This is an optimization exercise on Yosys and OpenROAD, whose aim is small area, a short achievable clock period and few clock cycles, not a production implementation.
Only simulation tests tie the RTL to the original design; equivalence was not proved.
Power is estimated from default activity; no workload was simulated.

===== flow/design.v =====
package pe_pkg;
  typedef logic signed [8-1:0]  opnd_t;     
  typedef logic signed [16-1:0]  prod_t;     
  typedef logic signed [32-1:0]   acc_t;      
  typedef logic signed [19-1:0]   pe_out_t;   
  typedef logic        [5-1:0] shift_t;    
  typedef struct packed {
    opnd_t   a;           
    opnd_t   b;           
    pe_out_t d;           
    logic    propagate;   
    shift_t  shift;       
  } pe_req_t;
  typedef struct packed {
    prod_t   prod_s;      
    prod_t   prod_c;      
    pe_out_t d;           
    logic    propagate;
    shift_t  shift;       
  } prod_beat_t;
  typedef struct packed {
    acc_t    drain_s;     
    acc_t    drain_c;     
    shift_t  shift;       
  } drain_beat_t;
endpackage
`timescale 1ns/10ps
module mac_pp
(
  input  logic [7:0]  a,
  input  logic [7:0]  b,
  output logic [35:0] pp
);
  logic pp_0_0;
  assign pp_0_0 = a[0] & b[0];
  logic pp_0_1;
  assign pp_0_1 = a[0] & b[1];
  logic pp_0_2;
  assign pp_0_2 = a[0] & b[2];
  logic pp_0_3;
  assign pp_0_3 = a[0] & b[3];
  logic pp_0_4;
  assign pp_0_4 = a[0] & b[4];
  logic pp_0_5;
  assign pp_0_5 = a[0] & b[5];
  logic pp_0_6;
  assign pp_0_6 = a[0] & b[6];
  logic pp_0_7;
  assign pp_0_7 = ~(a[0] & b[7]);
  logic pp_1_0;
  assign pp_1_0 = a[1] & b[0];
  logic pp_1_1;
  assign pp_1_1 = a[1] & b[1];
  logic pp_1_2;
  assign pp_1_2 = a[1] & b[2];
  logic pp_1_3;
  assign pp_1_3 = a[1] & b[3];
  logic pp_1_4;
  assign pp_1_4 = a[1] & b[4];
  logic pp_1_5;
  assign pp_1_5 = a[1] & b[5];
  logic pp_1_6;
  assign pp_1_6 = a[1] & b[6];
  logic pp_1_7;
  assign pp_1_7 = ~(a[1] & b[7]);
  logic pp_2_0;
  assign pp_2_0 = a[2] & b[0];
  logic pp_2_1;
  assign pp_2_1 = a[2] & b[1];
  logic pp_2_2;
  assign pp_2_2 = a[2] & b[2];
  logic pp_2_3;
  assign pp_2_3 = a[2] & b[3];
  logic pp_2_4;
  assign pp_2_4 = a[2] & b[4];
  logic pp_2_5;
  assign pp_2_5 = a[2] & b[5];
  logic pp_2_6;
  assign pp_2_6 = a[2] & b[6];
  logic pp_2_7;
  assign pp_2_7 = ~(a[2] & b[7]);
  logic pp_3_0;
  assign pp_3_0 = a[3] & b[0];
  logic pp_3_1;
  assign pp_3_1 = a[3] & b[1];
  logic pp_3_2;
  assign pp_3_2 = a[3] & b[2];
  logic pp_3_3;
  assign pp_3_3 = a[3] & b[3];
  logic pp_3_4;
  assign pp_3_4 = a[3] & b[4];
  logic pp_3_5;
  assign pp_3_5 = a[3] & b[5];
  logic pp_3_6;
  assign pp_3_6 = a[3] & b[6];
  logic pp_3_7;
  assign pp_3_7 = ~(a[3] & b[7]);
  logic pp_4_0;
  assign pp_4_0 = a[4] & b[0];
  logic pp_4_1;
  assign pp_4_1 = a[4] & b[1];
  logic pp_4_2;
  assign pp_4_2 = a[4] & b[2];
  logic pp_4_3;
  assign pp_4_3 = a[4] & b[3];
  logic pp_4_4;
  assign pp_4_4 = a[4] & b[4];
  logic pp_4_5;
  assign pp_4_5 = a[4] & b[5];
  logic pp_4_6;
  assign pp_4_6 = a[4] & b[6];
  logic pp_4_7;
  assign pp_4_7 = ~(a[4] & b[7]);
  logic pp_5_0;
  assign pp_5_0 = a[5] & b[0];
  logic pp_5_1;
  assign pp_5_1 = a[5] & b[1];
  logic pp_5_2;
  assign pp_5_2 = a[5] & b[2];
  logic pp_5_3;
  assign pp_5_3 = a[5] & b[3];
  logic pp_5_4;
  assign pp_5_4 = a[5] & b[4];
  logic pp_5_5;
  assign pp_5_5 = a[5] & b[5];
  logic pp_5_6;
  assign pp_5_6 = a[5] & b[6];
  logic pp_5_7;
  assign pp_5_7 = ~(a[5] & b[7]);
  logic pp_6_0;
  assign pp_6_0 = a[6] & b[0];
  logic pp_6_1;
  assign pp_6_1 = a[6] & b[1];
  logic pp_6_2;
  assign pp_6_2 = a[6] & b[2];
  logic pp_6_3;
  assign pp_6_3 = a[6] & b[3];
  logic pp_6_4;
  assign pp_6_4 = a[6] & b[4];
  logic pp_6_5;
  assign pp_6_5 = a[6] & b[5];
  logic pp_6_6;
  assign pp_6_6 = a[6] & b[6];
  logic pp_6_7;
  assign pp_6_7 = ~(a[6] & b[7]);
  logic pp_7_0;
  assign pp_7_0 = ~(a[7] & b[0]);
  logic pp_7_1;
  assign pp_7_1 = ~(a[7] & b[1]);
  logic pp_7_2;
  assign pp_7_2 = ~(a[7] & b[2]);
  logic pp_7_3;
  assign pp_7_3 = ~(a[7] & b[3]);
  logic pp_7_4;
  assign pp_7_4 = ~(a[7] & b[4]);
  logic pp_7_5;
  assign pp_7_5 = ~(a[7] & b[5]);
  logic pp_7_6;
  assign pp_7_6 = ~(a[7] & b[6]);
  logic pp_7_7;
  assign pp_7_7 = a[7] & b[7];
  logic zs0;
  logic zc0;
  assign zs0 = pp_0_6 ^ pp_1_5;
  assign zc0 = pp_0_6 & pp_1_5;
  logic zs1;
  logic zc1;
  assign zs1 = pp_0_7 ^ pp_1_6 ^ pp_2_5;
  assign zc1 = (pp_0_7 & pp_1_6) | (pp_0_7 & pp_2_5) | (pp_1_6 & pp_2_5);
  logic zs2;
  logic zc2;
  assign zs2 = pp_1_7 ^ pp_2_6 ^ pp_3_5;
  assign zc2 = (pp_1_7 & pp_2_6) | (pp_1_7 & pp_3_5) | (pp_2_6 & pp_3_5);
  logic zs3;
  logic zc3;
  assign zs3 = pp_2_7 ^ pp_3_6;
  assign zc3 = pp_2_7 & pp_3_6;
  logic zs4;
  logic zc4;
  assign zs4 = pp_0_4 ^ pp_1_3;
  assign zc4 = pp_0_4 & pp_1_3;
  logic zs5;
  logic zc5;
  assign zs5 = pp_0_5 ^ pp_1_4 ^ pp_2_3;
  assign zc5 = (pp_0_5 & pp_1_4) | (pp_0_5 & pp_2_3) | (pp_1_4 & pp_2_3);
  logic zs6;
  logic zc6;
  assign zs6 = zs0 ^ pp_2_4 ^ pp_3_3;
  assign zc6 = (zs0 & pp_2_4) | (zs0 & pp_3_3) | (pp_2_4 & pp_3_3);
  logic zs7;
  logic zc7;
  assign zs7 = zc0 ^ zs1 ^ pp_3_4;
  assign zc7 = (zc0 & zs1) | (zc0 & pp_3_4) | (zs1 & pp_3_4);
  logic zs8;
  logic zc8;
  assign zs8 = pp_4_3 ^ pp_5_2;
  assign zc8 = pp_4_3 & pp_5_2;
  logic zs9;
  logic zc9;
  assign zs9 = zc1 ^ zs2 ^ pp_4_4;
  assign zc9 = (zc1 & zs2) | (zc1 & pp_4_4) | (zs2 & pp_4_4);
  logic zs10;
  logic zc10;
  assign zs10 = pp_5_3 ^ pp_6_2 ^ pp_7_1;
  assign zc10 = (pp_5_3 & pp_6_2) | (pp_5_3 & pp_7_1) | (pp_6_2 & pp_7_1);
  logic zs11;
  logic zc11;
  assign zs11 = zc2 ^ zs3 ^ pp_4_5;
  assign zc11 = (zc2 & zs3) | (zc2 & pp_4_5) | (zs3 & pp_4_5);
  logic zs12;
  logic zc12;
  assign zs12 = pp_5_4 ^ pp_6_3;
  assign zc12 = pp_5_4 & pp_6_3;
  logic zs13;
  logic zc13;
  assign zs13 = zc3 ^ pp_3_7 ^ pp_4_6;
  assign zc13 = (zc3 & pp_3_7) | (zc3 & pp_4_6) | (pp_3_7 & pp_4_6);
  logic zs14;
  logic zc14;
  assign zs14 = pp_5_5 ^ pp_6_4;
  assign zc14 = pp_5_5 & pp_6_4;
  logic zs15;
  logic zc15;
  assign zs15 = pp_4_7 ^ pp_5_6 ^ pp_6_5;
  assign zc15 = (pp_4_7 & pp_5_6) | (pp_4_7 & pp_6_5) | (pp_5_6 & pp_6_5);
  logic zs16;
  logic zc16;
  assign zs16 = pp_0_3 ^ pp_1_2;
  assign zc16 = pp_0_3 & pp_1_2;
  logic zs17;
  logic zc17;
  assign zs17 = zs4 ^ pp_2_2 ^ pp_3_1;
  assign zc17 = (zs4 & pp_2_2) | (zs4 & pp_3_1) | (pp_2_2 & pp_3_1);
  logic zs18;
  logic zc18;
  assign zs18 = zc4 ^ zs5 ^ pp_3_2;
  assign zc18 = (zc4 & zs5) | (zc4 & pp_3_2) | (zs5 & pp_3_2);
  logic zs19;
  logic zc19;
  assign zs19 = zc5 ^ zs6 ^ pp_4_2;
  assign zc19 = (zc5 & zs6) | (zc5 & pp_4_2) | (zs6 & pp_4_2);
  logic zs20;
  logic zc20;
  assign zs20 = zc6 ^ zs7 ^ zs8;
  assign zc20 = (zc6 & zs7) | (zc6 & zs8) | (zs7 & zs8);
  logic zs21;
  logic zc21;
  assign zs21 = zc7 ^ zc8 ^ zs9;
  assign zc21 = (zc7 & zc8) | (zc7 & zs9) | (zc8 & zs9);
  logic zs22;
  logic zc22;
  assign zs22 = zc9 ^ zc10 ^ zs11;
  assign zc22 = (zc9 & zc10) | (zc9 & zs11) | (zc10 & zs11);
  logic zs23;
  logic zc23;
  assign zs23 = zc11 ^ zc12 ^ zs13;
  assign zc23 = (zc11 & zc12) | (zc11 & zs13) | (zc12 & zs13);
  logic zs24;
  logic zc24;
  assign zs24 = zc13 ^ zc14 ^ zs15;
  assign zc24 = (zc13 & zc14) | (zc13 & zs15) | (zc14 & zs15);
  logic zs25;
  logic zc25;
  assign zs25 = zc15 ^ pp_5_7 ^ pp_6_6;
  assign zc25 = (zc15 & pp_5_7) | (zc15 & pp_6_6) | (pp_5_7 & pp_6_6);
  logic zs26;
  logic zc26;
  assign zs26 = pp_0_2 ^ pp_1_1;
  assign zc26 = pp_0_2 & pp_1_1;
  logic zs27;
  logic zc27;
  assign zs27 = zs16 ^ pp_2_1 ^ pp_3_0;
  assign zc27 = (zs16 & pp_2_1) | (zs16 & pp_3_0) | (pp_2_1 & pp_3_0);
  logic zs28;
  logic zc28;
  assign zs28 = zc16 ^ zs17 ^ pp_4_0;
  assign zc28 = (zc16 & zs17) | (zc16 & pp_4_0) | (zs17 & pp_4_0);
  logic zs29;
  logic zc29;
  assign zs29 = zc17 ^ zs18 ^ pp_4_1;
  assign zc29 = (zc17 & zs18) | (zc17 & pp_4_1) | (zs18 & pp_4_1);
  logic zs30;
  logic zc30;
  assign zs30 = zc18 ^ zs19 ^ pp_5_1;
  assign zc30 = (zc18 & zs19) | (zc18 & pp_5_1) | (zs19 & pp_5_1);
  logic zs31;
  logic zc31;
  assign zs31 = zc19 ^ zs20 ^ pp_6_1;
  assign zc31 = (zc19 & zs20) | (zc19 & pp_6_1) | (zs20 & pp_6_1);
  logic zs32;
  logic zc32;
  assign zs32 = zc20 ^ zs21 ^ zs10;
  assign zc32 = (zc20 & zs21) | (zc20 & zs10) | (zs21 & zs10);
  logic zs33;
  logic zc33;
  assign zs33 = zc21 ^ zs22 ^ zs12;
  assign zc33 = (zc21 & zs22) | (zc21 & zs12) | (zs22 & zs12);
  logic zs34;
  logic zc34;
  assign zs34 = zc22 ^ zs23 ^ zs14;
  assign zc34 = (zc22 & zs23) | (zc22 & zs14) | (zs23 & zs14);
  logic zs35;
  logic zc35;
  assign zs35 = zc23 ^ zs24 ^ pp_7_4;
  assign zc35 = (zc23 & zs24) | (zc23 & pp_7_4) | (zs24 & pp_7_4);
  logic zs36;
  logic zc36;
  assign zs36 = zc24 ^ zs25 ^ pp_7_5;
  assign zc36 = (zc24 & zs25) | (zc24 & pp_7_5) | (zs25 & pp_7_5);
  logic zs37;
  logic zc37;
  assign zs37 = zc25 ^ pp_6_7 ^ pp_7_6;
  assign zc37 = (zc25 & pp_6_7) | (zc25 & pp_7_6) | (pp_6_7 & pp_7_6);
  assign pp[0] = pp_0_0;
  assign pp[1] = pp_0_1;
  assign pp[2] = pp_1_0;
  assign pp[3] = zs26;
  assign pp[4] = pp_2_0;
  assign pp[5] = zc26;
  assign pp[6] = zs27;
  assign pp[7] = zc27;
  assign pp[8] = zs28;
  assign pp[9] = zc28;
  assign pp[10] = zs29;
  assign pp[11] = pp_5_0;
  assign pp[12] = zc29;
  assign pp[13] = zs30;
  assign pp[14] = pp_6_0;
  assign pp[15] = zc30;
  assign pp[16] = zs31;
  assign pp[17] = pp_7_0;
  assign pp[18] = zc31;
  assign pp[19] = zs32;
  assign pp[20] = 1'b1;
  assign pp[21] = zc32;
  assign pp[22] = zs33;
  assign pp[23] = pp_7_2;
  assign pp[24] = zc33;
  assign pp[25] = zs34;
  assign pp[26] = pp_7_3;
  assign pp[27] = zc34;
  assign pp[28] = zs35;
  assign pp[29] = zc35;
  assign pp[30] = zs36;
  assign pp[31] = zc36;
  assign pp[32] = zs37;
  assign pp[33] = zc37;
  assign pp[34] = pp_7_7;
  assign pp[35] = 1'b1;
endmodule
module mac_acc
(
  input  logic [35:0] pp,
  input  logic [31:0] base,
  output logic [31:0] y
);
  logic ys0;
  logic yc0;
  assign ys0 = pp[9] ^ pp[10];
  assign yc0 = pp[9] & pp[10];
  logic ys1;
  logic yc1;
  assign ys1 = pp[12] ^ pp[13] ^ pp[14];
  assign yc1 = (pp[12] & pp[13]) | (pp[12] & pp[14]) | (pp[13] & pp[14]);
  logic ys2;
  logic yc2;
  assign ys2 = pp[15] ^ pp[16] ^ pp[17];
  assign yc2 = (pp[15] & pp[16]) | (pp[15] & pp[17]) | (pp[16] & pp[17]);
  logic ys3;
  logic yc3;
  assign ys3 = pp[18] ^ pp[19] ^ pp[20];
  assign yc3 = (pp[18] & pp[19]) | (pp[18] & pp[20]) | (pp[19] & pp[20]);
  logic ys4;
  logic yc4;
  assign ys4 = pp[21] ^ pp[22] ^ pp[23];
  assign yc4 = (pp[21] & pp[22]) | (pp[21] & pp[23]) | (pp[22] & pp[23]);
  logic ys5;
  logic yc5;
  assign ys5 = pp[24] ^ pp[25] ^ pp[26];
  assign yc5 = (pp[24] & pp[25]) | (pp[24] & pp[26]) | (pp[25] & pp[26]);
  logic ys6;
  logic yc6;
  assign ys6 = pp[27] ^ pp[28];
  assign yc6 = pp[27] & pp[28];
  logic ys7;
  logic yc7;
  assign ys7 = pp[29] ^ pp[30];
  assign yc7 = pp[29] & pp[30];
  logic ys8;
  logic yc8;
  assign ys8 = pp[31] ^ pp[32];
  assign yc8 = pp[31] & pp[32];
  logic ys9;
  logic yc9;
  assign ys9 = pp[33] ^ pp[34];
  assign yc9 = pp[33] & pp[34];
  logic ys10;
  logic yc10;
  assign ys10 = pp[1] ^ pp[2];
  assign yc10 = pp[1] & pp[2];
  logic ys11;
  logic yc11;
  assign ys11 = pp[3] ^ pp[4] ^ base[2];
  assign yc11 = (pp[3] & pp[4]) | (pp[3] & base[2]) | (pp[4] & base[2]);
  logic ys12;
  logic yc12;
  assign ys12 = pp[5] ^ pp[6] ^ base[3];
  assign yc12 = (pp[5] & pp[6]) | (pp[5] & base[3]) | (pp[6] & base[3]);
  logic ys13;
  logic yc13;
  assign ys13 = pp[7] ^ pp[8] ^ base[4];
  assign yc13 = (pp[7] & pp[8]) | (pp[7] & base[4]) | (pp[8] & base[4]);
  logic ys14;
  logic yc14;
  assign ys14 = ys0 ^ pp[11] ^ base[5];
  assign yc14 = (ys0 & pp[11]) | (ys0 & base[5]) | (pp[11] & base[5]);
  logic ys15;
  logic yc15;
  assign ys15 = yc0 ^ ys1 ^ base[6];
  assign yc15 = (yc0 & ys1) | (yc0 & base[6]) | (ys1 & base[6]);
  logic ys16;
  logic yc16;
  assign ys16 = yc1 ^ ys2 ^ base[7];
  assign yc16 = (yc1 & ys2) | (yc1 & base[7]) | (ys2 & base[7]);
  logic ys17;
  logic yc17;
  assign ys17 = yc2 ^ ys3 ^ base[8];
  assign yc17 = (yc2 & ys3) | (yc2 & base[8]) | (ys3 & base[8]);
  logic ys18;
  logic yc18;
  assign ys18 = yc3 ^ ys4 ^ base[9];
  assign yc18 = (yc3 & ys4) | (yc3 & base[9]) | (ys4 & base[9]);
  logic ys19;
  logic yc19;
  assign ys19 = yc4 ^ ys5 ^ base[10];
  assign yc19 = (yc4 & ys5) | (yc4 & base[10]) | (ys5 & base[10]);
  logic ys20;
  logic yc20;
  assign ys20 = yc5 ^ ys6 ^ base[11];
  assign yc20 = (yc5 & ys6) | (yc5 & base[11]) | (ys6 & base[11]);
  logic ys21;
  logic yc21;
  assign ys21 = yc6 ^ ys7 ^ base[12];
  assign yc21 = (yc6 & ys7) | (yc6 & base[12]) | (ys7 & base[12]);
  logic ys22;
  logic yc22;
  assign ys22 = yc7 ^ ys8 ^ base[13];
  assign yc22 = (yc7 & ys8) | (yc7 & base[13]) | (ys8 & base[13]);
  logic ys23;
  logic yc23;
  assign ys23 = yc8 ^ ys9 ^ base[14];
  assign yc23 = (yc8 & ys9) | (yc8 & base[14]) | (ys9 & base[14]);
  logic ys24;
  logic yc24;
  assign ys24 = yc9 ^ pp[35] ^ base[15];
  assign yc24 = (yc9 & pp[35]) | (yc9 & base[15]) | (pp[35] & base[15]);
  logic [15:0] r0, r1;
  logic [16:0] lo;
  assign r0 = {yc23, yc22, yc21, yc20, yc19, yc18, yc17, yc16, yc15, yc14, yc13, yc12, yc11, yc10, ys10, pp[0]};
  assign r1 = {ys24, ys23, ys22, ys21, ys20, ys19, ys18, ys17, ys16, ys15, ys14, ys13, ys12, ys11, base[1], base[0]};
  assign lo = {1'b0, r0} + {1'b0, r1};
  logic [1:0] kc;
  assign kc = {yc24, lo[16]};
  logic k0, k2;
  assign k0 = (kc == '0);
  always_comb begin
    k2 = 1'b0;
    for (int i = 0; i < 2; i++)
      for (int j = i + 1; j < 2; j++)
        k2 = k2 | (kc[i] & kc[j]);
  end
  logic [15:0] hi_inc, hi_dec, hi;
  assign hi_inc = base[31:16] + 16'd1;
  assign hi_dec = base[31:16] - 16'd1;
  assign hi = k2 ? hi_inc : (k0 ? hi_dec : base[31:16]);
  assign y = {hi, lo[15:0]};
endmodule
`timescale 1ns/10ps
module round_sat_stage
(
  input  logic signed [31:0] x,
  input  logic [4:0]         shift,
  output logic [18:0]        y
);
  logic [32:0] x0;
  logic [34:0] t16;
  logic [26:0] t8;
  logic [22:0] t4;
  logic [20:0] t2;
  logic [19:0] t1;
  logic        sticky;
  logic [13:0] above;      
  logic        hi_ok;      
  logic        rnd;
  logic [18:0] q;
  always_comb begin
    x0 = {x, 1'b0};
    for (int i = 0; i < 35; i++)
      t16[i] = shift[4] ? ((i + 16 < 33) ? x0[i+16] : x[31]) : ((i < 33) ? x0[i] : x[31]);
    for (int i = 0; i < 27; i++) t8[i] = shift[3] ? t16[i+8] : t16[i];
    for (int i = 0; i < 23; i++) t4[i] = shift[2] ? t8[i+4]  : t8[i];
    for (int i = 0; i < 21; i++) t2[i] = shift[1] ? t4[i+2]  : t4[i];
    for (int i = 0; i < 20; i++) t1[i] = shift[0] ? t2[i+1]  : t2[i];
    q = t1[19:1];
    sticky = (shift[4] && (|x0[15:0])) || (shift[3] && (|t16[7:0])) ||
             (shift[2] && (|t8[3:0]))  || (shift[1] && (|t4[1:0])) ||
             (shift[0] && t2[0]);
    above[13] = 1'b0;
    for (int k = 12; k >= 0; k--) above[k] = above[k+1] | (x[18+k] ^ x[31]);
    hi_ok = (shift >= 5'd14) ? 1'b1 : !above[shift[3:0]];
    rnd = t1[0] && (sticky || t1[1]);
    if (!hi_ok)
      y = x[31] ? 19'h40000 : 19'h3ffff;
    else if (rnd && q != 19'h3ffff)
      y = q + 19'd1;
    else
      y = q;
  end
endmodule
`timescale 1ns/10ps
module pe_top
(
  input  logic    CLK,
  input  logic    rst_n,
  input  logic    req_valid,
  output logic    req_ready,
  input  pe_pkg::opnd_t   req_a,
  input  pe_pkg::opnd_t   req_b,
  input  pe_pkg::pe_out_t req_d,
  input  logic    req_propagate,
  input  pe_pkg::shift_t  req_shift,
  output logic    res_valid,
  input  logic    res_ready,
  output pe_pkg::pe_out_t res
);
  localparam int PPW = 36;
  logic        v0;
  logic [PPW-1:0] pp0;      
  logic [PPW-1:0] pp_in;
  logic [18:0] d0;
  logic        f0;           
  logic [4:0]  s0;
  logic        last_prop;
  logic [31:0] acc;
  logic [18:0] pre;
  logic        slot;         
  logic        adv;          
  logic [31:0] base;
  logic [31:0] sum;
  logic [18:0] rs_y;
  assign slot      = !res_valid || res_ready;
  assign adv       = v0 && slot;
  assign req_ready = !v0 || slot;
  always_ff @(posedge CLK or negedge rst_n) begin
    if (!rst_n) begin
      v0        <= 1'b0;
      last_prop <= 1'b0;
    end else if (req_ready) begin
      v0 <= req_valid;
      if (req_valid) last_prop <= req_propagate;
    end
  end
  always_ff @(posedge CLK) begin
    if (req_ready) begin
      pp0 <= pp_in;
      d0 <= req_d;
      f0 <= req_propagate ^ last_prop;
      s0 <= req_shift;
    end
  end
  mac_pp pp_i (
    .a  (req_a),
    .b  (req_b),
    .pp (pp_in)
  );
  assign base = f0 ? {{13{pre[18]}}, pre} : acc;
  mac_acc mac_i (
    .pp   (pp0),
    .base (base),
    .y    (sum)
  );
  round_sat_stage round_i (
    .x     (acc),
    .shift (s0),
    .y     (rs_y)
  );
  always_ff @(posedge CLK or negedge rst_n) begin
    if (!rst_n) begin
      acc       <= '0;
      pre       <= '0;
      res_valid <= 1'b0;
    end else begin
      if (slot) res_valid <= v0;
      if (adv) begin
        acc <= sum;
        pre <= d0;
      end
    end
  end
  always_ff @(posedge CLK) begin
    if (slot) begin
      res <= f0 ? rs_y : pre;
    end
  end
endmodule

===== flow/flow/run.sh =====
#!/bin/bash
# The standard layout (standard.sh) with two changes:
#  - synthesis is the standard flow's synthesis script with ABC's mapping script replaced
#    by flow/abc_map_area.script (area-oriented mapping); registers are the
#    same as the standard synthesis's;
#  - the port buffers are inserted as the smallest buffer cell (the repair
#    steps resize them where timing needs it).
set -euo pipefail
here=$(pwd)
export BUFFER_PORTS_ARGS="-buffer_cell sky130_fd_sc_hd__buf_1"
export MY_ABC_SCRIPT="$here/flow/abc_map_area.script"
bash standard.sh SYNTH_SCRIPT="$here/flow/synth.tcl" finish > standard_flow.log 2>&1

===== flow/flow/abc_map_area.script =====
strash
dch
map -a
topo
stime -c
buffer -c
upsize -c
dnsize -c

===== flow/flow/synth.tcl =====
# The standard flow's synthesis script (synth_recipe.tcl), with ABC's mapping script
# replaced by flow/abc_map_area.script: area-oriented mapping (map -a).
proc synth {args} { yosys synth -nofsm -noshare {*}$args }
proc abc {args} {
  set i [lsearch $args -script]
  if { $i >= 0 && [info exists ::env(MY_ABC_SCRIPT)] } {
    lset args [expr {$i + 1}] $::env(MY_ABC_SCRIPT)
  }
  yosys abc {*}$args
}
source $::env(SCRIPTS_DIR)/synth.tcl
# left out here: clear keep_hierarchy, flatten, clean up, hide names made inside functions, write 1_2_yosys.v

===== flow/standard.sh =====
#!/bin/bash
# synth_recipe.tcl (not shown) runs the flow's synth.tcl, then flattens the netlist and writes it again
# the make line also repeats each setting of config.mk as NAME=value (left out here)
make -C /OpenROAD-flow-scripts/flow DESIGN_CONFIG=/design/flow/config.mk WORK_HOME=/design/flow/orfs CLKGATE_MAP_FILE= SYNTH_SCRIPT=/design/flow/synth_recipe.tcl "${@:-finish}"

===== flow/config.mk =====
export PLATFORM = sky130hd
export DESIGN_NAME = pe_top
export DESIGN_NICKNAME = pe_top
export VERILOG_FILES = /design/flow/design.v
export SDC_FILE = /design/flow/constraint.sdc
export NUM_CORES = 4
export LEC_CHECK = 0
export ABC_AREA = 1
export CAP_MARGIN = 20
export CORE_MARGIN = 2
export CORE_UTILIZATION = 60
export CTS_BUF_LIST = sky130_fd_sc_hd__clkbuf_4 sky130_fd_sc_hd__clkbuf_8
export SETUP_SLACK_MARGIN = 2.9
export SLEW_MARGIN = 20

===== flow/constraint.sdc =====
create_clock -name core_clock -period 7.0 [get_ports {CLK}]
set_input_delay 1.4000 -clock core_clock [delete_from_list [all_inputs] [get_ports {CLK}]]
set_output_delay 1.4000 -clock core_clock [all_outputs]
set_load 0.01 [all_outputs]

==> results of run 1 <==
## final timing paths
kind	from	end	slack, ns	cells past startpoint
min in group asynchronous	rst_n	pre[17]	1.06	2
min	d0[18]	pre[18]	0.46	2
max	f0	acc[20]	3.16	25
max reg2reg	f0	acc[20]	3.16	25
min reg2reg	d0[18]	pre[18]	0.46	2
max in group asynchronous	rst_n	v0	5.40	2
## what timing repair did
action,in CTS,in global routing
pin swaps,0,7
cloned,0,1
endpoints found under the setup margin,27,36
setup buffers,8,11
hold buffers,0,0
resized for setup,4,39
## state kept, by name (all words and copies together), names as in the netlist
signal,cells
mac_i.pp,34
acc,32
d0,19
pre,19
res,19
s0,5
f0,1
last_prop,1
res_valid,1
v0,1
## Yosys cell counts, types with 2 or more instances
master    number  area [µm²]
nand3_1       33         165
nand2_2        3        18.8
buf_2         14        70.1
xor2_1        20         175
mux2i_1       10         100
nor2_1       109         409
a211oi_1       3        22.5
xnor2_1        8        70.1
nand2_1      234         878
o21ai_0      118         591
clkbuf_1      31         116
nor4_1         5        31.3
nand3b_1       2        15.0
inv_1        156         586
ha_1          35         438
dfrtp_1       54        1350
nor2_2         2        12.5
fa_1          48         961
o31ai_1        4        30.0
edfxtp_1      78        2340
a31oi_1        4        25.0
o21ai_1       44         220
buf_6          3        33.8
inv_2          9        33.8
a22oi_1       19         143
buf_1          2        7.51
a21oi_1       56         280
o211ai_1      10        75.1
o21ai_2        7        61.3
or2_1          2        12.5
nor3_1        11        55.1
nand4_1        7        43.8
o22ai_1        3        18.8
## power breakdown
part           total [µW]  internal (µW)  switching [µW]
Clock                 671            304             367
Sequential           1220           1050             164
Combinational        2300            915            1390
Total                4190           2270            1920
## metal layers
layer	track usage	part of all wire	vias to the layer above
met5	0	0	-
met4	0.0876	0.015	0
met3	0.0525	0.066	31
met2	0.452	0.47	266
met1	0.406	0.45	3761
li1	-	-	3991
## area by class of cell
cell class,instances,share of cell area
flip-flops and latches,132,0.345
multi-input cells,815,0.484
inverters,167,0.0600
well taps,216,0.0252
repair inverters,1,0.000701
repair buffers,93,0.0463
clock buffers,17,0.0218
clock inverters,15,0.0171
## logic make-up after synthesis
family | Yosys count
buffers and inverters | 217
XOR/XNOR | 28
AO/OA/AOI/OAI | 281
multiplexers | 11
adder cells (fa/ha/maj) | 83
flip-flops | 132
AND/OR/NAND/NOR | 412
## metrics by stage
| stage | utilization | setup WS (ns) | hold slack, ns | total power, µW | std cells |
|---|---|---|---|---|---|
| floorplan | - | 2.94 | 0.430 | 2800 | 1164 |
| global placement | 0.632 | 2.17 | 0.439 | 3240 | 1404 |
| detailed placement | 0.632 | 2.11 | 0.441 | 3270 | 1404 |
| CTS | 0.664 | 2.92 | 0.463 | 4000 | 1444 |
| global route | 0.679 | 2.84 | 0.480 | 4590 | 1456 |
| finish | 0.679 | 3.16 | 0.460 | 4190 | 1456 |
## cell usage in the layout (no fill, tap or decap), drive strengths merged, types with 2 or more instances in the layout
| master | count |
|---|---|
| fa | 48 |
| nand3 | 33 |
| o21ai | 170 |
| nand3b | 2 |
| nor2 | 112 |
| o31ai | 4 |
| nand2 | 237 |
| xor2 | 20 |
| inv | 172 |
| nand4 | 7 |
| clkinv | 6 |
| dfrtp | 54 |
| buf | 90 |
| clkinvlp | 4 |
| ha | 35 |
| xnor2 | 8 |
| a31oi | 4 |
| o211ai | 10 |
| nor4 | 6 |
| or2 | 2 |
| mux2i | 10 |
| o22ai | 3 |
| a211oi | 3 |
| edfxtp | 78 |
| clkbuf | 20 |
| nor3 | 12 |
| a21oi | 57 |
| a22oi | 19 |
## worst reg2reg max path, cell delays in order, from the launching register on
cell,delay [ns]
edfxtp_1,0.41
buf_4,0.17
nor2_1,0.11
a21oi_1,0.06
fa_1,0.53
ha_4,0.22
a21oi_1,0.17
nand2_2,0.09
nand3_1,0.10
nand2_2,0.07
nand3_1,0.07
nand2_1,0.08
nand3_1,0.09
nand2_2,0.06
nand3_1,0.08
nand2_2,0.07
nand3_2,0.09
a21oi_2,0.07
o21ai_2,0.13
nand2_2,0.11
nand2_4,0.10
clkinvlp_4,0.20
buf_12,0.20
a32oi_1,0.17
xor2_1,0.16
o21ai_0,0.09
==> run notes, run 1 <==
post-synthesis register bit count=132; WL/cell=16.2 µm; Post-Syn Area=9600 µm²; nets=1355; total CTS buffers=17; layout cells sized above 1=0.0968; Static Leak=0.00475 µW; Post-Synth Simple-Gate Area=0.176; setup violators final=0; critical path's most frequent cell=nand2_2; Sequential cell area=3690 µm²; Avg Inst Size Synth=8.25 µm²; xor/xnor cell area share of the yosys netlist=0.0255; detailed-route via count=8049; Post-DP Area=9960 µm²; CTS sink cnt=132; hpwl dp=16.9 mm; Critical Path RT=7.31 ns; largest family of logic cells by synthesized area=simple AND/OR/NAND/NOR gates; first drt pass iteration count=5; gp weighted congestion=0.900; Die Y=130 µm; Max Cap Viol=0; Worst-path clk slew=0.10 ns; Worst VDD drop=0.254 mV; Slew Limit Fails=0; critical path's top delay family=simple AND/OR/NAND/NOR gates; critical path buffer and inverter count=3; Crit-path slowest cell=fa_1; FMAX=0.260 GHz; gr usage total=0.286; remaining global-route overflow=0; critical path data arrival time=4.15 ns; Final period util=0.549; actual slew at the worst max-slew pin=0.830 ns; synthesized net count=1292; Die Wd=130 µm; post-synth cell types=53; CTS tree=built; Finished Cell Area=10700 µm²; HP Class=reg2reg; Die Area=17000 µm²; Tmin final=3.84 ns; Setup Skew=0.0200 ns; Worst setup SP type=flop; number of global-route vias before repair=7446; worst relative slew slack=0.446; first-pass GRT wire length=37.4 mm; critical path type=reg2reg; pwr dens=391 nW/µm²; std cell rows=46; sequential fraction of the synthesis area=0.385; I/O pin cnt=66; Post-DRT Antenna Nets=0; initial antenna violation count=0; crit-path max cell delay=0.53 ns; setup total negative slack=0 ns; critical path capture point type=flop; setup repair after global routing missed its margin=false; crit path max fanout=6; post-synthesis mux area share=0.0116; deepest clock path buffer count=2; Fill cells=1358; Root Buffer=clkbuf_8; status=finished clean; Via density=5.53; WL final=23.5 mm; diodes inserted=0; Skew-Pair Late Insertion Delay=0.46 ns; area of the multi-input gates=5180 µm²; drt drc=0; YS warnings=3; Synth Area in Compound Gates=0.167; initial core utilization=0.609; drt first-iter violations=523; CTS H-Tree Depth=4; I/O Buffers=65; Final Hold Fails=0; pin count of the biggest net entering global routing=61; post-synthesis cell count=1164; FFs w/ async S/R, synth=0.409; Post-synth EDFFs=78; Adder-Cell Fraction of Synth Area=0.146; ys flop type=edfxtp_1; core area=15800 µm²; Area Growth Syn to Fin=11.6%
Testbench counts, summed over its fixed seeds: cycles 12,016.
==> run 2, diff against run 1 <==
--- a/flow/design.v
+++ b/flow/design.v
@@ -461,18 +461,12 @@
   assign lo = {1'b0, r0} + {1'b0, r1};
   logic [1:0] kc;
   assign kc = {yc24, lo[16]};
-  logic k0, k2;
-  assign k0 = (kc == '0);
-  always_comb begin
-    k2 = 1'b0;
-    for (int i = 0; i < 2; i++)
-      for (int j = i + 1; j < 2; j++)
-        k2 = k2 | (kc[i] & kc[j]);
-  end
-  logic [15:0] hi_inc, hi_dec, hi;
+  logic [15:0] hi_inc, hi_dec, hi_c1, hi_c0, hi;
   assign hi_inc = base[31:16] + 16'd1;
   assign hi_dec = base[31:16] - 16'd1;
-  assign hi = k2 ? hi_inc : (k0 ? hi_dec : base[31:16]);
+  assign hi_c1 = kc[1] ? hi_inc : base[31:16];
+  assign hi_c0 = kc[1] ? base[31:16] : hi_dec;
+  assign hi = kc[0] ? hi_c1 : hi_c0;
   assign y = {hi, lo[15:0]};
 endmodule
 `timescale 1ns/10ps
--- a/flow/config.mk
+++ b/flow/config.mk
@@ -10,5 +10,5 @@
 export CORE_MARGIN = 2
 export CORE_UTILIZATION = 60
 export CTS_BUF_LIST = sky130_fd_sc_hd__clkbuf_4 sky130_fd_sc_hd__clkbuf_8
-export SETUP_SLACK_MARGIN = 2.9
+export SETUP_SLACK_MARGIN = 3.1
 export SLEW_MARGIN = 20
==> run 2 against run 1 <==
- count of clock-buffer cells in the layout did not move
- die area about the same
- fmax grew 1.0%
- largest cell class unchanged
- global-route usage barely moved
- highest routed layer unchanged
==> run notes, run 2 <==
area share of the largest cell type after synthesis=0.244 (+0.000255); ys flop type=edfxtp_1; post-synthesis cell count=1154 (-0.86%); Net Sw Frac=0.461 (+0.00316); RR Endpoint=res[3]; core area=15800 µm² (unchanged); Worst VDD drop=0.312 mV (+23%); Skew-Pair Late Insertion Delay=0.46 ns (about the same); top post-synthesis cells by count=nand2_1 (235), inv_1 (150), o21ai_0 (120); FMAX=0.263 GHz (+1.0%); first drt pass iteration count=5 (unchanged); Area Growth Syn to Fin=12.9%; Combinational Power Share=0.543 (-0.006); Die Y=130 µm (about the same); synthesized net count=1282 (-0.77%); top cells by area, synth=edfxtp_1 (24%), dfrtp_1 (14%), fa_1 (10%); number of global-route vias before repair=7322 (-1.7%); Via density=5.57 (+0.71%); pwr dens=383 nW/µm² (-2.0%); FFs w/ async S/R, synth=0.409 (unchanged); post-synth cell types=53 (unchanged); Int Pwr=2240 µW (-1.5%); P_sw=1910 µW (-0.24%); most common cell after layout, fill and taps aside=nand2_1; critical path buffer and inverter count=5 (+2); crit-path max cell delay=0.20 ns (-0.33 ns); setup repair after global routing missed its margin=true; CTS tree=built; critical path type=in2out; pin count of the biggest net entering global routing=62 (+1.6%); Root Buffer=clkbuf_8; Crit-path slowest cell=buf_16; critical path cell sequence=buf_1 -> nor2_4 -> inv_6 -> nor2_4 -> clkinvlp_4 -> buf_16 -> buf_1; Avg Inst Size Synth=8.31 µm² (+0.76%); Slew Limit Fails=0 (unchanged); drt first-iter violations=603 (+15%); CTS sink cnt=132 (unchanged); deepest clock path buffer count=2 (unchanged); Setup Skew=0.0173 ns (-0.00272 ns); max reg flops=34 (unchanged); gr usage total=0.286 (about the same); YS warnings=2 (-1); Worst setup SP type=primary input; commonest cells after routing, fill and taps aside=nand2_1 (233), inv_1 (145), o21ai_0 (112); post-synthesis register bit count=132 (unchanged); Worst Setup SP=res_ready; crit path max fanout=31 (+25); most common cell in the netlist=nand2_1; Die Area=17000 µm² (about the same); nets=1357 (+0.15%); status=finished clean; drt drc=0 (unchanged); WL/cell=16.4 µm (+1.5%); Levels on crit path=7 (-72%); remaining global-route overflow=0 (unchanged); dpl cells=1396 (-0.57%); initial antenna violation count=0 (unchanged); Final period util=0.543 (-0.00565); worst setup path endpoint=req_ready; Critical Path RT=5.60 ns (-1.71 ns); detailed-route via count=8117 (+0.84%); Reg2Reg Setup Slack=3.34 ns (+0.18 ns); CTS H-Tree Depth=4 (unchanged); FF-to-FF Start=acc[31]; initial core utilization=0.608 (-0.000635); final std cells w/o fill=1458 (+0.14%); gp weighted congestion=1.00 (+11%); sequential fraction of the synthesis area=0.385 (+0.000402); r2r worst-path depth=11 (-56%); Post-synth EDFFs=78 (unchanged); Worst-path clk slew=0.09 ns (about the same); HP Class=reg2reg; hold buffer count at cts=0 (unchanged); Final Hold Fails=0 (unchanged); clock network power share=0.165 (+0.005); critical path's top delay family=buffers and inverters; I/O Buffers=65 (unchanged); I/O pin cnt=66 (unchanged); first-pass GRT wire length=37.1 mm (-0.85%); Post-Syn Area=9590 µm² (-0.10%); diodes inserted=0 (unchanged); WL final=23.9 mm (+1.7%); setup violators final=0 (unchanged); critical path data arrival time=2.40 ns (-1.75 ns); Sequential Power Share=0.292 (+0.002); Tmin final=3.80 ns (-0.0396 ns); worst hold path cell count=2 (unchanged); Die Wd=130 µm (about the same); setup total negative slack=0 ns (unchanged); Max Cap Viol=0 (unchanged); Post-DRT Antenna Nets=0 (unchanged); Synth area leader=edfxtp_1; layout cells sized above 1=0.109 (+0.0119); critical path capture point type=output pin; actual slew at the worst max-slew pin=0.765 ns (-0.0649 ns); Static Leak=0.00483 µW (+1.7%); worst relative slew slack=0.490 (+0.0433); hpwl dp=17.3 mm (+2.4%); worst hold slack=0.460 ns (+0.000228 ns); total CTS buffers=17 (unchanged); std cell rows=46 (unchanged)
==> run 2: changes by cell type after synthesis, moves of 4 or more <==
cell,previous run,this run
clkbuf_1,31,27
a22oi_1,19,10
a21oi_2,1,7
o21ai_2,7,2
xor2_1,20,27
o211ai_1,10,6
nand3_1,33,22
inv_1,156,150
a21oi_1,56,76
==> run 2: worst min path at each step <==
stage / from / to
CTS: d0[13] / pre[13]
detailed placement: d0[3] / pre[3]
floorplan: d0[0] / pre[0]
finish: d0[3] / pre[3]
global route: d0[9] / pre[9]
global placement: d0[10] / pre[10]
==> run 2: kinds of logic (layout without fill, tap and decap cells) <==
kind of cell             count (synthesis)  in the layout  synth area share
AND/OR/NAND/NOR                        400            401             0.171
AO/OA/AOI/OAI                          290            290             0.168
buffers and inverters                  205            292            0.0879
flip-flops                             132            132             0.385
adder cells (fa/ha/maj)                 83             83             0.146
XOR/XNOR                                32             32            0.0292
multiplexers                            12             12            0.0127
==> run 2: cell type report <==
type	count	area, µm²
timing repair inverter	2	12.5
clock inverter	15	188
fill	1339	4950
multi-input combinational	818	5210
inverter	157	624
timing repair buffer	101	594
clock buffer	17	234
sequential	132	3690
tap	216	270
==> run 2: worst reg2reg max path, stage by stage, from the launching register on <==
cell       delay [ns]
dfrtp_1          0.67
inv_1            0.26
o21ai_0          0.19
o21ai_0          0.12
a2111oi_0        0.49
nand2_1          0.11
nand3_1          0.29
inv_1            0.35
a21oi_4          0.41
inv_1            0.25
a31oi_1          0.20
a21oi_1          0.06
==> run 2: through the flow <==
step	worst slack [ns]	power, µW	area (µm²)	utilization
2_1_floorplan	3.11	2800	9610	-
3_3_place_gp	2.80	3250	9960	0.631
3_5_place_dp	2.78	3290	9960	0.631
4_1_cts	3.12	3990	10400	0.662
5_1_grt	3.04	4530	10800	0.686
6_report	3.20	4150	10800	0.686
==> run 2: power by group through the flow <==
stage          logic, µW  clock network, µW  registers [µW]
2_1_floorplan       1620                  0            1180
3_3_place_gp        2030                  0            1220
3_5_place_dp        2060                  0            1230
4_1_cts             2090                698            1210
5_1_grt             2570                727            1230
6_report            2250                683            1210
==> run 2: repair_timing <==
action,CTS,global route
pin swaps,1,11
gates cloned,1,4
gates resized for setup,10,46
endpoints found under the setup margin,27,29
buffers inserted,4,21
==> run 2: per-layer routing <==
metal | global-route usage | wire length [µm]
met5 | 0 | 0
met4 | 0.0982 | 612
met3 | 0.0643 | 1510
met2 | 0.451 | 11100
met1 | 0.395 | 10700
Testbench counts of run 2, summed over its fixed seeds: cycles 12,016.
==> run 3, diff against run 2 <==
--- a/flow/config.mk
+++ b/flow/config.mk
@@ -10,5 +10,5 @@
 export CORE_MARGIN = 2
 export CORE_UTILIZATION = 60
 export CTS_BUF_LIST = sky130_fd_sc_hd__clkbuf_4 sky130_fd_sc_hd__clkbuf_8
-export SETUP_SLACK_MARGIN = 3.1
+export SETUP_SLACK_MARGIN = 3.3
 export SLEW_MARGIN = 20
==> run 3 against run 2 <==
- fmax rose by 5.7%
- worst setup slack improved by 0.20 ns
- largest cell class unchanged
- worst hold slack got worse by 0.0095 ns
- critical path type is now in2reg
- synthesized cell count did not move
- non-clock buffer count rose by 13
- cell area rose by 2.0%
==> run notes, run 3 <==
std cell rows=46 (unchanged); Root Buffer=clkbuf_8; nets=1369 (+0.88%); diodes inserted=0 (unchanged); setup repair after global routing missed its margin=true; Worst VDD drop=0.287 mV (-8.1%); PnR worst setup slack=3.40 ns (+0.204 ns); max reg flops=34 (unchanged); post-synthesis cell count=1154 (unchanged); detailed-route via count=8289 (+2.1%); Tmin final=3.60 ns (-0.204 ns); Critical Path RT=7.20 ns (+1.60 ns); Sequential Power Share=0.286 (-0.006); Int Pwr=2270 µW (+1.5%); Final Hold Fails=0 (unchanged); Die Y=130 µm (unchanged); HP Class=reg2reg; Net Sw Frac=0.470 (+0.00968); gp weighted congestion=0.953 (-4.8%); actual slew at the worst max-slew pin=0.784 ns (+0.0184 ns); critical path data arrival time=3.80 ns (+1.40 ns); final std cells w/o fill=1470 (+0.82%); Final period util=0.514 (-0.0291); Worst-path clk slew=0.09 ns (about the same); Via density=5.64 (+1.3%); r2r worst-path depth=26 (+15); Post-DRT Antenna Nets=0 (unchanged); dpl cells=1396 (unchanged); WL final=24.7 mm (+3.3%); drt drc=0 (unchanged); commonest cells after routing, fill and taps aside=nand2_1 (228), inv_1 (138), o21ai_0 (100); pwr dens=388 nW/µm² (+1.4%); Slew Limit Fails=0 (unchanged); layout cells sized above 1=0.146 (+0.0372); first-pass GRT wire length=37.3 mm (+0.71%); Die Area=17000 µm² (unchanged); total CTS buffers=17 (unchanged); crit path max fanout=7 (-77%); Max Cap Viol=0 (unchanged); Finished Cell Area=11000 µm² (+2.0%); worst hold path cell count=2 (unchanged); core area=15800 µm² (unchanged); I/O Buffers=65 (unchanged); FMAX=0.278 GHz (+5.7%); most common cell after layout, fill and taps aside=nand2_1; Synth area leader=edfxtp_1; CTS tree=built; ys flop type=edfxtp_1; pin count of the biggest net entering global routing=61 (-1.6%); clock network power share=0.157 (-0.008); remaining global-route overflow=0 (unchanged); Avg Inst Size Synth=8.31 µm² (unchanged); Worst Setup Slack post-DPL=2.48 ns (-0.293 ns); status=finished clean; gr usage total=0.290 (+0.00379); critical path type=in2reg; Worst setup SP type=primary input; WL/cell=16.8 µm (+2.5%); CTS H-Tree Depth=4 (unchanged); post-synthesis register bit count=132 (unchanged); Post-synth EDFFs=78 (unchanged); hpwl dp=17.5 mm (+0.87%); hold buffer count at cts=0 (unchanged); Combinational Power Share=0.557 (+0.014); top cells by area, synth=edfxtp_1 (24%), dfrtp_1 (14%), fa_1 (10%); first drt pass iteration count=5 (unchanged); most common cell in the netlist=nand2_1; deepest clock path buffer count=2 (unchanged); drt first-iter violations=704 (+17%); Area Growth Syn to Fin=15.1%; initial antenna violation count=0 (unchanged); Static Leak=0.00486 µW (+0.65%); Post-DP Area=9980 µm² (+0.23%); sequential fraction of the synthesis area=0.385 (unchanged); critical path capture point type=flop; Final Util=0.700 (+0.0135); FFs w/ async S/R, synth=0.409 (unchanged); P_sw=2020 µW (+5.5%); top post-synthesis cells by count=nand2_1 (235), inv_1 (150), o21ai_0 (120); synthesized net count=1282 (unchanged); setup violators final=0 (unchanged); Setup Skew=0.0194 ns (+0.00208 ns); YS warnings=2 (unchanged); I/O pin cnt=66 (unchanged); Post-Syn Area=9590 µm² (unchanged); CTS sink cnt=132 (unchanged); post-synth cell types=53 (unchanged); Skew-Pair Late Insertion Delay=0.47 ns (about the same); Die Wd=130 µm (unchanged); area share of the largest cell type after synthesis=0.244 (unchanged); number of global-route vias before repair=7481 (+2.2%); initial core utilization=0.608 (unchanged); setup total negative slack=0 ns (unchanged); worst relative slew slack=0.478 (-0.0123)
## run 3: cell counts after synthesis
No cell type changed its count.
## run 3: cell type report
type | instances | area (µm²)
clock buffers | 17 | 234
clock inverters | 15 | 175
fillers | 1318 | 4730
inverters | 157 | 638
multi-input cells | 817 | 5320
flip-flops and latches | 132 | 3690
well taps | 216 | 270
repair buffers | 114 | 691
repair inverters | 2 | 12.5
## run 3: cell families (layout without fill, tap and decap cells)
group           Yosys count  count (layout)  share of synthesized area
simple gates            400             400                      0.171
buf+inv                 205             305                     0.0879
xor+xnor                 32              32                     0.0292
flops                   132             132                      0.385
mux                      12              12                     0.0127
compound gates          290             290                      0.168
fa+ha+maj                83              83                      0.146
## run 3: power by group through the flow
stage | combinational, µW | sequential, µW | clock [µW]
after floorplan | 1620 | 1180 | 0
after global placement | 2030 | 1230 | 0
after detailed placement | 2070 | 1240 | 0
after CTS | 2120 | 1210 | 682
after global routing | 2690 | 1250 | 712
final | 2390 | 1220 | 673
## run 3: path summary, 6_finish.rpt
| kind | from | endpoint | slack (ns) |
|---|---|---|---|
| min reg2reg | d0[12] | pre[12] | 0.45 |
| min | d0[12] | pre[12] | 0.45 |
| max in group asynchronous | rst_n | acc[31] | 5.37 |
| min in group asynchronous | rst_n | pre[18] | 1.03 |
| max | req_a[3] | mac_i.pp[19] | 3.40 |
| max reg2reg | s0[4] | res[17] | 3.42 |
## run 3: per-layer routing
layer | global-route usage | up-vias | share of wire
met5 | 0 | - | 0
met4 | 0.105 | 0 | 0.024
met3 | 0.0521 | 57 | 0.064
met2 | 0.459 | 312 | 0.47
met1 | 0.405 | 3911 | 0.44
li1 | - | 4009 | -
## run 3: per-stage QoR
stage / total power (µW) / hold slack [ns]
finish: 4290 / 0.451
global route: 4650 / 0.483
CTS: 4020 / 0.449
detailed placement: 3310 / 0.439
global placement: 3260 / 0.436
floorplan: 2800 / 0.430
## run 3: worst max-delay path, stage by stage
cell and delay (ns):
buf_1 0.14, clkinvlp_4 0.22, nor2_4 0.16, fa_2 0.43
fa_1 0.53, fa_1 0.44, fa_1 0.46
## run 3: repair_timing
action,in CTS,in global routing
pin swaps,1,17
gates resized for setup,11,85
buffers inserted,11,26
cloned,2,3
setup endpoints to repair,35,35
==> run 4, diff against run 3 <==
--- a/flow/config.mk
+++ b/flow/config.mk
@@ -10,5 +10,5 @@
 export CORE_MARGIN = 2
 export CORE_UTILIZATION = 60
 export CTS_BUF_LIST = sky130_fd_sc_hd__clkbuf_4 sky130_fd_sc_hd__clkbuf_8
-export SETUP_SLACK_MARGIN = 3.3
+export SETUP_SLACK_MARGIN = 3.45
 export SLEW_MARGIN = 20
==> run 4 against run 3 <==
- non-clock buffer count increased by 30
- worst setup slack improved by 0.045 ns
- fmax increased by 1.3%
- total power increased by 9.6%
- largest power group unchanged
- still clean
- critical path type unchanged
- clock skew decreased by 0.0038 ns
- global-route usage increased by 0.63 points
- cell count increased by 2.2%
- routed wire length increased by 7.3%
==> run notes, run 4 <==
setup repair after global routing missed its margin=true; YS warnings=2 (unchanged); I/O Buffers=65 (unchanged); Setup Skew=0.0156 ns (-0.00380 ns); most common cell in the netlist=nand2_1; gr usage total=0.296 (+0.00632); Die Wd=130 µm (unchanged); RR Endpoint=acc[15]; final std cells w/o fill=1502 (+2.2%); drt drc=0 (unchanged); Via density=5.72 (+1.4%); Area Growth Syn to Fin=22.1%; gp weighted congestion=0.959 (+0.65%); hold buffer count at cts=0 (unchanged); Post-Syn Area=9590 µm² (unchanged); nets=1401 (+2.3%); core area=15800 µm² (unchanged); setup violators final=0 (unchanged); first drt pass iteration count=8 (+3); Post-DP Area=10000 µm² (+0.19%); critical path type=in2reg; Reg2Reg Setup Slack=3.47 ns (+0.05 ns); commonest cells after routing, fill and taps aside=nand2_1 (219), inv_1 (133), o21ai_0 (91); Critical Path RT=7.21 ns (about the same); I/O pin cnt=66 (unchanged); total CTS buffers=17 (unchanged); max reg flops=34 (unchanged); HP Class=reg2reg; Fill cells=1222 (-7.3%); initial core utilization=0.608 (unchanged); post-synth cell types=53 (unchanged); Final Hold Fails=0 (unchanged); Tmin final=3.55 ns (-0.0453 ns); area share of the largest cell type after synthesis=0.244 (unchanged); setup total negative slack=0 ns (unchanged); remaining global-route overflow=0 (unchanged); FMAX=0.281 GHz (+1.3%); post-synthesis cell count=1154 (unchanged); Avg Inst Size Synth=8.31 µm² (unchanged); FF-to-FF Start=f0; Skew-Pair Late Insertion Delay=0.47 ns (about the same); sequential fraction of the synthesis area=0.385 (unchanged); WL final=26.5 mm (+7.3%); WL/cell=17.7 µm (+5.0%); pwr dens=401 nW/µm² (+3.3%); deepest clock path buffer count=2 (unchanged); Max Cap Viol=0 (unchanged); Die Area=17000 µm² (unchanged); Final period util=0.508 (-0.00647); Die Y=130 µm (unchanged); Worst-path clk slew=0.08 ns (about the same); most common cell after layout, fill and taps aside=nand2_1; CTS tree=built; number of global-route vias before repair=7603 (+1.6%); diodes inserted=0 (unchanged); worst setup path endpoint=mac_i.pp[16]; status=finished clean; Post-synth EDFFs=78 (unchanged); first-pass GRT wire length=38.2 mm (+2.4%); critical path data arrival time=3.76 ns (-0.04 ns); FFs w/ async S/R, synth=0.409 (unchanged); r2r worst-path depth=22 (-15%); std cell rows=46 (unchanged); Worst Setup SP=req_b[6]; post-synthesis register bit count=132 (unchanged); crit path max fanout=6 (-1); synthesized net count=1282 (unchanged); dpl cells=1396 (unchanged); pin count of the biggest net entering global routing=61 (unchanged); worst relative slew slack=0.471 (-0.00628); actual slew at the worst max-slew pin=0.793 ns (+0.00942 ns); CTS H-Tree Depth=4 (unchanged); Worst setup SP type=primary input; Slew Limit Fails=0 (unchanged); Post-DRT Antenna Nets=0 (unchanged); drt first-iter violations=820 (+16%); Root Buffer=clkbuf_8; hpwl dp=17.6 mm (+0.51%); Static Leak=0.00511 µW (+5.0%); layout cells sized above 1=0.213 (+0.0671); Final Util=0.742 (+0.0426); Finished Cell Area=11700 µm² (+6.1%); initial antenna violation count=1 (+1); top cells by area, synth=edfxtp_1 (24%), dfrtp_1 (14%), fa_1 (10%); total power=4700 µW (+9.6%); detailed-route via count=8592 (+3.7%); ys flop type=edfxtp_1; critical path capture point type=flop; top post-synthesis cells by count=nand2_1 (235), inv_1 (150), o21ai_0 (120); Worst VDD drop=0.388 mV (+35%); CTS sink cnt=132 (unchanged); Synth area leader=edfxtp_1
-- run 4: cell counts after synthesis --
Identical to the previous run, type by type.
-- run 4: final cells by class --
cell class	count	area, µm²	share of cell area
Tap cell	216	270	0.0231
Timing Repair inverter	4	27.5	0.00235
Timing Repair Buffer	144	1030	0.0876
Multi-Input combinational cell	817	5620	0.480
Sequential cell	132	3690	0.316
Clock buffer	18	248	0.0212
Clock inverter	14	159	0.0136
Inverter	157	666	0.0568
-- run 4: worst max-delay path, cell delays in order --
cell and delay [ns]:
buf_8 0.07, clkinvlp_4 0.14, nor2_2 0.14, fa_1 0.46
fa_1 0.54, inv_1 0.05, fa_1 0.48, inv_2 0.04
fa_2 0.44
-- run 4: per-stage QoR --
stage	setup WS (ns)	hold WS, ns
after CTS	3.44	0.466
after floorplan	3.11	0.430
after global placement	2.87	0.436
after detailed placement	2.76	0.445
after global routing	3.28	0.490
final	3.45	0.465
-- run 4: report_power, final --
part	switching [µW]	internal, µW
Clock	361	309
Sequential	174	1050
Combinational	1670	1130
Total	2210	2490
-- run 4: worst min-delay path by stage --
| stage | from | endpoint | slack, ns | cells past startpoint |
|---|---|---|---|---|
| 6_report | d0[14] | pre[14] | 0.46 | 2 |
| 5_1_grt | d0[10] | pre[10] | 0.49 | 2 |
| 4_1_cts | d0[17] | pre[17] | 0.47 | 2 |
| 3_5_place_dp | d0[0] | pre[0] | 0.44 | 2 |
| 3_3_place_gp | d0[15] | pre[15] | 0.44 | 2 |
| 2_1_floorplan | d0[0] | pre[0] | 0.43 | 2 |
-- run 4: what timing repair did --
action,4_1_cts,5_1_grt
gates resized for setup,30,157
hold endpoints to repair,0,0
buffers inserted,17,48
pin swaps,6,47
cloned,3,6
endpoints found under the setup margin,40,42
-- run 4: cell families (layout without fill, tap and decap cells) --
| kind of cell | count (synthesis) | after routing | synth area share |
|---|---|---|---|
| flip-flops | 132 | 132 | 0.385 |
| adder cells (fa/ha/maj) | 83 | 83 | 0.146 |
| AO/OA/AOI/OAI | 290 | 290 | 0.168 |
| buffers and inverters | 205 | 337 | 0.0879 |
| multiplexers | 12 | 12 | 0.0127 |
| AND/OR/NAND/NOR | 400 | 400 | 0.171 |
| XOR/XNOR | 32 | 32 | 0.0292 |
-- run 4: layer usage --
layer  up-vias  part of all wire  GRT usage
li1       4081                 -          -
met1      4045              0.42      0.408
met2       381              0.47      0.471
met3        85             0.071     0.0546
met4         0             0.035      0.115
met5         -                 0          0
==> run 5, diff against run 4 <==
--- a/flow/design.v
+++ b/flow/design.v
@@ -555,7 +555,7 @@
     end
   end
   always_ff @(posedge CLK) begin
-    if (req_ready) begin
+    if (req_valid && req_ready) begin
       pp0 <= pp_in;
       d0 <= req_d;
       f0 <= req_propagate ^ last_prop;
--- a/flow/config.mk
+++ b/flow/config.mk
@@ -10,5 +10,5 @@
 export CORE_MARGIN = 2
 export CORE_UTILIZATION = 60
 export CTS_BUF_LIST = sky130_fd_sc_hd__clkbuf_4 sky130_fd_sc_hd__clkbuf_8
-export SETUP_SLACK_MARGIN = 3.45
+export SETUP_SLACK_MARGIN = 3.3
 export SLEW_MARGIN = 20
==> run 5 against run 4 <==
- still clean
- sequential power fell by 6%
- routed wire length fell by 3.9%
- combinational power fell by about 30%
- clock power barely moved
- first-iteration DRC count rose by 0.85%
- sequential cell count did not move
- critical endpoint is now res[17]
- largest cell class unchanged
==> run notes, run 5 <==
Int Pwr=2060 µW (-17%); WL/cell=17.0 µm (-3.6%); worst relative slew slack=0.458 (-0.0130); Avg Inst Size Synth=8.28 µm² (-0.42%); Sequential Power Share=0.306 (+0.045); Die Y=131 µm (+0.30%); Net Sw Frac=0.455 (-0.0143); hold buffer count at cts=0 (unchanged); Synth area leader=edfxtp_1; setup total negative slack=0 ns (unchanged); top sig layer=met4; CTS tree=built; Setup Skew=0.0195 ns (+0.00396 ns); Worst VDD drop=0.269 mV (-31%); I/O pin cnt=66 (unchanged); synthesized net count=1294 (+0.94%); Post-synth EDFFs=78 (unchanged); Worst setup SP type=flop; setup violators final=0 (unchanged); std cell rows=46 (unchanged); Area Growth Syn to Fin=18.6%; nets=1397 (-0.29%); Skew-Pair Late Insertion Delay=0.47 ns (about the same); top cells by area, synth=edfxtp_1 (24%), dfrtp_1 (14%), fa_1 (10%); most common cell after layout, fill and taps aside=nand2_1; diodes inserted=0 (unchanged); Final Hold Fails=0 (unchanged); most common cell in the netlist=nand2_1; FF-to-FF Start=s0[4]; Tmin final=3.80 ns (+0.251 ns); Slew Limit Fails=0 (unchanged); Hold Crit Start=d0[13]; Root Buffer=clkbuf_8; worst hold slack=0.468 ns (+0.00360 ns); Worst Setup Slack post-DPL=2.37 ns (-0.391 ns); I/O Buffers=65 (unchanged); ys flop type=edfxtp_1; Max Cap Viol=0 (unchanged); Post-DRT Antenna Nets=0 (unchanged); final std cells w/o fill=1498 (-0.27%); remaining global-route overflow=0 (unchanged); PnR worst setup slack=3.20 ns (-0.251 ns); dpl cells=1405 (+0.64%); Combinational Power Share=0.516 (-0.080); Die Wd=131 µm (+0.30%); core area=15800 µm² (+0.37%); worst hold path cell count=2 (unchanged); critical path capture point type=flop; area share of the largest cell type after synthesis=0.243 (-0.00149); pin count of the biggest net entering global routing=61 (unchanged); sequential fraction of the synthesis area=0.383 (-0.00235); Routed met1 length=11.0 mm (-1.1%); met2 WL post-DR=11.9 mm (-5.0%); Final period util=0.544 (+0.0359); first-pass GRT wire length=38.0 mm (-0.58%); critical path data arrival time=4.01 ns (+0.25 ns); drt first-iter violations=827 (+0.85%); Static Leak=0.00497 µW (-2.7%); drt drc=0 (unchanged); initial antenna violation count=0 (-1); status=finished clean; layout cells sized above 1=0.172 (-0.0407); critical path type=reg2reg; gp weighted congestion=0.922 (-3.8%); max reg flops=34 (unchanged); r2r worst-path depth=23 (+4.5%); commonest cells after routing, fill and taps aside=nand2_1 (213), inv_1 (144), o21ai_0 (99), nor2_1 (99), edfxtp_1 (78); post-synth cell types=57 (+7.5%); number of global-route vias before repair=7573 (-0.39%); WL final=25.5 mm (-3.9%); P_sw=1720 µW (-22%); top post-synthesis cells by count=nand2_1 (228), inv_1 (152), o21ai_0 (123); CTS sink cnt=132 (unchanged); Reg2Reg Setup Slack=3.20 ns (-0.27 ns); crit path max fanout=7 (+1); Via density=5.72 (about the same); Worst-path clk slew=0.10 ns (+0.02 ns); YS warnings=2 (unchanged); RR Endpoint=res[17]; metal3 WL=1.76 mm (-6.7%); FMAX=0.263 GHz (-6.6%); hpwl dp=17.8 mm (+1.2%); first drt pass iteration count=6 (-2); pwr dens=331 nW/µm² (-18%); Post-Syn Area=9650 µm² (+0.61%); clock network power share=0.178 (+0.035); post-synthesis cell count=1166 (+1.0%); HP Class=reg2reg; detailed-route via count=8573 (-0.22%); Fill cells=1223 (+0.082%); actual slew at the worst max-slew pin=0.813 ns (+0.0196 ns); gr usage total=0.291 (-0.00490); Hold Path Sink=pre[13]; deepest clock path buffer count=2 (unchanged); total CTS buffers=17 (unchanged); CTS H-Tree Depth=4 (unchanged); setup repair after global routing missed its margin=true; initial core utilization=0.610 (+0.00150); post-synthesis register bit count=132 (unchanged); Die Area=17100 µm² (+0.59%); Critical Path RT=7.21 ns (about the same); FFs w/ async S/R, synth=0.409 (unchanged)
==> run 5: logic make-up (layout without fill, tap and decap cells) <==
kind of cell	count (synthesis)	after routing	synth area share
AND/OR/NAND/NOR	404	404	0.175
AO/OA/AOI/OAI	295	295	0.172
flip-flops	132	132	0.383
XOR/XNOR	29	29	0.0263
buffers and inverters	211	327	0.0866
adder cells (fa/ha/maj)	83	83	0.145
multiplexers	12	12	0.0126
==> run 5: per-layer routing <==
| layer | vias up | track usage |
|---|---|---|
| li1 | 4097 | - |
| met1 | 4031 | 0.402 |
| met5 | - | 0 |
| met3 | 80 | 0.0574 |
| met2 | 365 | 0.468 |
| met4 | 0 | 0.0907 |
==> run 5: cell type report <==
cell class / count / area, µm² / area share
multi-input cells: 823 / 5530 / 0.483
flip-flops and latches: 132 / 3690 / 0.323
repair buffers: 128 / 862 / 0.0753
inverters: 163 / 646 / 0.0564
well taps: 216 / 270 / 0.0236
clock buffers: 17 / 234 / 0.0204
clock inverters: 15 / 181 / 0.0159
repair inverters: 4 / 25.0 / 0.00219
==> run 5: how the worst max path moves through the flow <==
stage / from / end / slack [ns]
floorplan: req_b[6] / mac_i.pp[16] / 3.17
global placement: s0[4] / res[18] / 2.20
detailed placement: s0[4] / res[18] / 2.37
CTS: s0[4] / res[18] / 3.21
global route: s0[4] / res[17] / 3.03
finish: s0[4] / res[17] / 3.20
==> run 5: worst max-delay path, cell delays in order, from the launching register on <==
cell and delay (ns):
edfxtp_1 0.36, buf_6 0.16, inv_8 0.05, nor2_4 0.18
buf_4 0.16, a21oi_1 0.06, o21ai_1 0.29, nand2_1 0.09
nand2_1 0.08, inv_1 0.07, o21ai_1 0.16, nand2_1 0.09
o21ai_2 0.16, nor2_1 0.20, nand4_4 0.16, nor3_2 0.06
nand2_1 0.11, nand2_4 0.09, nor4_4 0.23, inv_2 0.08
nor4_4 0.29, xnor2_1 0.15, a21oi_1 0.19, a21oi_1 0.06
==> run 5: power groups by stage <==
| stage | sequential, µW | combinational (µW) | clock [µW] |
|---|---|---|---|
| floorplan | 1120 | 1260 | 0 |
| global placement | 1160 | 1590 | 0 |
| detailed placement | 1170 | 1620 | 0 |
| CTS | 1150 | 1670 | 679 |
| global route | 1180 | 2200 | 708 |
| finish | 1160 | 1950 | 673 |
==> run 5: metrics by stage <==
| stage | area [µm²] | util | power, µW |
|---|---|---|---|
| after global placement | 10000 | 0.633 | 2760 |
| after floorplan | 9680 | - | 2380 |
| after global routing | 11400 | 0.723 | 4090 |
| final | 11400 | 0.723 | 3780 |
| after CTS | 10600 | 0.671 | 3490 |
| after detailed placement | 10000 | 0.633 | 2790 |
==> run 5: timing repair <==
item | CTS | global route
gates resized for setup | 18 | 125
buffers inserted | 12 | 43
gates cloned | 3 | 3
pin swaps | 1 | 48
setup endpoints to repair | 35 | 39
Testbench counts of run 5, summed over its fixed seeds: cycles 12,016.

==> separate check: timing with driven ports <==
How much do the figures lean on ideal ports? The routed layouts below were timed once more, with nothing changed but the port constraints. Step 1, drivers: a clkbuf_16 drives CLK and a buf_2 each remaining input, both assumed. Step 2, shift: input delay + t, output delay - t, t = (earliest + latest rising clock arrival at the registers) / 2. This alone moves slack from input paths to output paths. Three values: ideal ports, drivers, drivers and shift; two values: the first two.
run	t (ns)	slack for setup (ns)	clock arrival spread, ns	worst register clock-pin slew, ns	worst data-port slew with drivers (ns)
run 1	0.494	3.158 / 3.158 / 2.807	0.020 / 0.020	0.10 / 0.10	0.05
run 2	0.497	3.197 / 3.174 / 2.897	0.019 / 0.019	0.09 / 0.09	0.05
run 3	0.503	3.401 / 3.384 / 2.918	0.025 / 0.024	0.10 / 0.10	0.05
run 4	0.501	3.446 / 3.428 / 2.936	0.017 / 0.018	0.10 / 0.10	0.05
run 5	0.497	3.195 / 3.195 / 2.910	0.020 / 0.019	0.10 / 0.10	0.04
After both steps setup and hold are still met in every run listed. For run 4, which loses most, drivers alone change the setup slack by -0.018 ns; drivers and shift together by -0.510 ns.
